From an optimization exercise on the open Yosys and OpenROAD flow, aimed at small area, a short achievable clock period and few clock cycles; shortcuts taken in it are not production practice.
Only simulation tests tie the RTL to the original design; equivalence was not proved.
Power and IR drop assume default switching activity.

// chip8_cpu
module chip8_cpu #(
  parameter int TICK_DIV = 64,
  parameter int STACK_DEPTH = 16
) (
  input wire clk,
  input wire reset,
  input wire mem_req_ready,
  input wire mem_rsp_valid,
  input wire chip8_bus_pkg::data_t mem_rdata,
  output logic mem_req_valid,
  output logic mem_req_write,
  output chip8_bus_pkg::addr_t mem_addr,
  output chip8_bus_pkg::data_t mem_wdata
);
  chip8_isa_pkg::reg_idx_t rd_x_idx;
  chip8_isa_pkg::reg_idx_t rd_y_idx;
  chip8_isa_pkg::reg_idx_t wr_idx;
  chip8_bus_pkg::data_t rd_x_data;
  chip8_bus_pkg::data_t rd_y_data;
  chip8_bus_pkg::data_t v0_data;
  chip8_bus_pkg::data_t wr_data;
  chip8_bus_pkg::data_t timer_value;
  chip8_bus_pkg::data_t timer_load_value;
  chip8_bus_pkg::addr_t stack_top;
  chip8_bus_pkg::addr_t push_addr;
  logic wr_en;
  logic flag_wr_en;
  logic flag_data;
  logic stack_push;
  logic stack_pop;
  logic timer_load;
  chip8_control chip8_control_inst (
    .clk, .reset,
    .mem_req_ready, .mem_rsp_valid, .mem_rdata,
    .rd_x_data, .rd_y_data, .v0_data,
    .stack_top, .timer_value,
    .mem_req_valid, .mem_req_write, .mem_addr, .mem_wdata,
    .rd_x_idx, .rd_y_idx,
    .wr_en, .wr_idx, .wr_data, .flag_wr_en, .flag_data,
    .stack_push, .stack_pop, .push_addr,
    .timer_load, .timer_load_value
  );
  chip8_regfile chip8_regfile_inst (
    .clk, .reset, .rd_x_idx, .rd_y_idx,
    .wr_en, .wr_idx, .wr_data, .flag_wr_en, .flag_data,
    .rd_x_data, .rd_y_data, .v0_data
  );
  chip8_call_stack #(.STACK_DEPTH(STACK_DEPTH)) chip8_call_stack_inst (
    .clk, .reset, .push(stack_push), .pop(stack_pop), .push_addr, .top(stack_top)
  );
  chip8_delay_timer #(.TICK_DIV(TICK_DIV)) chip8_delay_timer_inst (
    .clk, .reset, .load(timer_load), .load_value(timer_load_value), .value(timer_value)
  );
endmodule
For scale: roughly 2500 cells after synthesis, ~450 flip-flops, roughly 34 I/O pins, roughly 24000 um^2 of cells after synthesis.
==> flow/config.mk <==
export PLATFORM = sky130hd
export DESIGN_NAME = chip8_cpu
export DESIGN_NICKNAME = chip8_cpu
export VERILOG_FILES = /design/flow/design.v
export SDC_FILE = /design/flow/constraint.sdc
export NUM_CORES = 4
export LEC_CHECK = 0
export ABC_AREA = 1
export ABC_CLOCK_PERIOD_IN_PS = 3000
export CAP_MARGIN = 20
export CORE_MARGIN = 2
export CORE_UTILIZATION = 40
export SETUP_SLACK_MARGIN = 5
export SLEW_MARGIN = 20
==> flow/constraint.sdc <==
create_clock -name core_clock -period 10.0 [get_ports {clk}]
set_input_delay 2.0000 -clock core_clock [delete_from_list [all_inputs] [get_ports {clk}]]
set_output_delay 2.0000 -clock core_clock [all_outputs]
set_load 0.01 [all_outputs]
standard.sh (not shown) runs the stock make flow with config.mk's settings and CLKGATE_MAP_FILE= SYNTH_SCRIPT=/design/flow/synth_recipe.tcl, a recipe that flattens the netlist after the stock synthesis.
==> flow/flow/run.sh <==
#!/bin/bash
# the standard layout, with its timing repair aiming for a larger setup margin,
# plain buffers on the ports, cell sizing not held to the same footprint, and
# the floorplan's timing repair left to the later, placement-aware repairs
set -euo pipefail
bash standard.sh SETUP_SLACK_MARGIN=6.5 MATCH_CELL_FOOTPRINT=0 REMOVE_ABC_BUFFERS=1 "BUFFER_PORTS_ARGS=-buffer_cell sky130_fd_sc_hd__buf_4" finish > standard.log 2>&1
The first run ran to the end with no violations.
Testbench counts at the start, summed over its fixed seeds: cycles 560,864.
Edit:
==> flow/flow/run.sh (replaced) <==
#!/bin/bash
# the standard layout, with its timing repair aiming for a larger setup margin,
# plain buffers on the ports and cell sizing not held to the same footprint
set -euo pipefail
bash standard.sh SETUP_SLACK_MARGIN=6.5 MATCH_CELL_FOOTPRINT=0 "BUFFER_PORTS_ARGS=-buffer_cell sky130_fd_sc_hd__buf_4" finish > standard.log 2>&1
Settings changed: CORE_UTILIZATION 40 to 65.
Setup slack hardly moves.
Cell count drops by 10%.
Die area drops by 38%.
Global-route usage climbs by 14 points.
Worst hold slack got worse by 0.0086 ns.
Combinational power drops by about 3%.
Sequential power stays flat.
Count of clock-buffer cells in the layout drops by 11.
Power drops by 2.9%.
Critical path depth climbs by 1.
Via count climbs by 3.6%.
Edit:
==> flow/flow/run.sh (replaced) <==
#!/bin/bash
# the standard layout, with its timing repair aiming for a larger setup margin,
# plain buffers on the ports and cell sizing not held to the same footprint
set -euo pipefail
bash standard.sh SETUP_SLACK_MARGIN=6.2 MATCH_CELL_FOOTPRINT=0 "BUFFER_PORTS_ARGS=-buffer_cell sky130_fd_sc_hd__buf_4" finish > standard.log 2>&1
Settings changed: CORE_UTILIZATION 65 to 40.
Die area went up by 61%.
Fmax went down by 7.4%.
Non-clock buffer count goes down by 10.
Setup slack gets worse by 0.28 ns.
Clock-buffer cell count rises by 5.
Utilization came out lower by 31 points.
Critical path depth increases by 7.
Register-to-register slack got worse by 0.31 ns.
Global-route usage goes down by 15 points.
Final area drops by 0.70%.

========
== JK ==
chip8_cpu again, from the RTL that the note above started with.
==> flow/config.mk <==
export PLATFORM = sky130hd
export DESIGN_NAME = chip8_cpu
export DESIGN_NICKNAME = chip8_cpu
export VERILOG_FILES = /design/flow/design.v
export SDC_FILE = /design/flow/constraint.sdc
export NUM_CORES = 4
export LEC_CHECK = 0
export ABC_AREA = 1
export ABC_CLOCK_PERIOD_IN_PS = 3000
export CAP_MARGIN = 20
export CORE_MARGIN = 2
export CORE_UTILIZATION = 60
export PLACE_DENSITY = 0.75
export SETUP_SLACK_MARGIN = 5
export SLEW_MARGIN = 20
==> flow/constraint.sdc <==
create_clock -name core_clock -period 10.0 [get_ports {clk}]
set_input_delay 2.0000 -clock core_clock [delete_from_list [all_inputs] [get_ports {clk}]]
set_output_delay 2.0000 -clock core_clock [all_outputs]
set_load 0.01 [all_outputs]
==> flow/flow/run.sh <==
#!/bin/bash
# the standard layout, with its timing repair aiming for a larger setup margin,
# plain buffers on the ports and cell sizing not held to the same footprint
set -euo pipefail
bash standard.sh SETUP_SLACK_MARGIN=6.5 MATCH_CELL_FOOTPRINT=0 "BUFFER_PORTS_ARGS=-buffer_cell sky130_fd_sc_hd__buf_4" finish > standard.log 2>&1
Testbench counts of JK, summed over its fixed seeds: cycles 560,864.
The following lists how MS was set up differently from JK:
Settings: changing CAP_MARGIN from 20 to 5; changing CORE_UTILIZATION from 60 to 40; removing PLACE_DENSITY (formerly 0.75); changing SLEW_MARGIN from 20 to 5.
==> run notes <==
- The total power number comes out lower for JK vs MS.
- After synthesis and placement, the instance count of MS is above that of JK.
- MS vs JK — global-route wire length before repair rose 5.3%.
- Re sequential cell count: no difference whatsoever between JK and MS.
- Global-route usage: higher on JK
- The total wirelength of the detailed-routed design in MS was higher than what JK gave.
- Changes observed in MS relative to JK: worst hold slack increased 0.011 ns, final setup slack of the worst path decreased 0.027 ns.
Input changes introduced in AL (baseline for comparison: MS):
Settings: CAP_MARGIN now 20, was 5; SLEW_MARGIN now 20, was 5; CTS_CLUSTER_DIAMETER now 60, previously not set; CTS_BUF_LIST now sky130_fd_sc_hd__clkbuf_8, previously not set.
==> flow/flow/run.sh <==
#!/bin/bash
# the standard layout, with its timing repair aiming for a larger setup margin,
# plain buffers on the ports, cell sizing not held to the same footprint, and
# the floorplan's timing repair left to the later, placement-aware repairs
set -euo pipefail
bash standard.sh SETUP_SLACK_MARGIN=6.5 MATCH_CELL_FOOTPRINT=0 REMOVE_ABC_BUFFERS=1 "BUFFER_PORTS_ARGS=-buffer_cell sky130_fd_sc_hd__buf_4" finish > standard.log 2>&1
## What came out
AL did not stop at any stage, and its layout met the timing, design-rule and antenna checks.
Re layout sequential cell count: no difference whatsoever between AL and MS.
Wire length on met1: higher on AL
Compared with MS, AL shows power of the clock network that has gone down by a little under 10%.
The higher final critical-path setup slack came out of MS.
[inputs] TR vs AL
Settings: TNS_END_PERCENT newly set to 5; CTS_CLUSTER_DIAMETER removed (was 60); CTS_BUF_LIST removed (was sky130_fd_sc_hd__clkbuf_8).
==> flow/flow/run.sh <==
#!/bin/bash
# the standard layout, with its timing repair aiming for a larger setup margin,
# plain buffers on the ports and cell sizing not held to the same footprint
set -euo pipefail
bash standard.sh SETUP_SLACK_MARGIN=6.5 MATCH_CELL_FOOTPRINT=0 "BUFFER_PORTS_ARGS=-buffer_cell sky130_fd_sc_hd__buf_4" finish > standard.log 2>&1
A endpoint of the most critical setup path of chip8_regfile_inst.regs[7][4] is what AL shows, while chip8_control_inst.opy[4] belongs to TR. AL → TR: layout overhead on the synthesized area down 1.2 points, clock group share of total power up 2.3 points. The utilization after layout in TR was lower than what AL gave. TR vs. AL: timing-limited maximum frequency now sits lower; design area lower; worst setup slack went down; iteration-0 DRC count of the detailed router +189; total power after layout higher. The sequential power was comparable across AL and TR.
Modified inputs, PW compared to TR
Settings: removing TNS_END_PERCENT (formerly 5); setting CTS_CLUSTER_DIAMETER to 60 for the first time; setting CTS_BUF_LIST to sky130_fd_sc_hd__clkbuf_8 for the first time.
==> comparison <==
Going from TR to PW, the power per cell area was found to have gone down by about 4%. Diff TR -> PW: final design instance area without fill increased by 1.3% relative to the old numbers; detailed route wirelength on metal2 increased by about 2% relative to the old numbers.

[re-timing with driven ports]
In the flow no input, the clock included, has a driving cell. The finished layouts below were timed again as built, in two steps.
Step 1 (the two cells are an assumption about what drives the block):
set clk [get_ports {clk}]
set_driving_cell -lib_cell sky130_fd_sc_hd__clkbuf_16 $clk
set_driving_cell -lib_cell sky130_fd_sc_hd__buf_2 [delete_from_list [all_inputs] $clk]
Step 2 also shifts input and output timing later by t, the mid clock arrival at the registers, as if the neighbouring blocks saw the same clock.
a / b / c = no drivers / after step 1 / after step 2; a / b = the first two.
run | t (ns) | slack for setup (ns) | worst register clock-pin slew, ns
the first run of note 1 | 0.656 | 6.514 / 6.479 / 5.823 | 0.07 / 0.07
the second run of note 1 | 0.660 | 6.513 / 6.537 / 5.882 | 0.07 / 0.07
the third run of note 1 | 0.665 | 6.234 / 6.234 / 5.628 | 0.07 / 0.07
JK | 0.655 | 6.508 / 6.539 / 5.885 | 0.07 / 0.07
MS | 0.668 | 6.482 / 6.490 / 5.829 | 0.06 / 0.06
AL | 0.728 | 6.450 / 6.422 / 5.695 | 0.07 / 0.07
TR | 0.663 | 6.270 / 6.300 / 5.638 | 0.07 / 0.07
PW | 0.716 | 6.554 / 6.565 / 5.849 | 0.06 / 0.06
After both steps every run listed still meets setup and hold. For AL, which loses most, drivers alone change the setup slack by -0.028 ns; drivers and shift together by -0.755 ns.
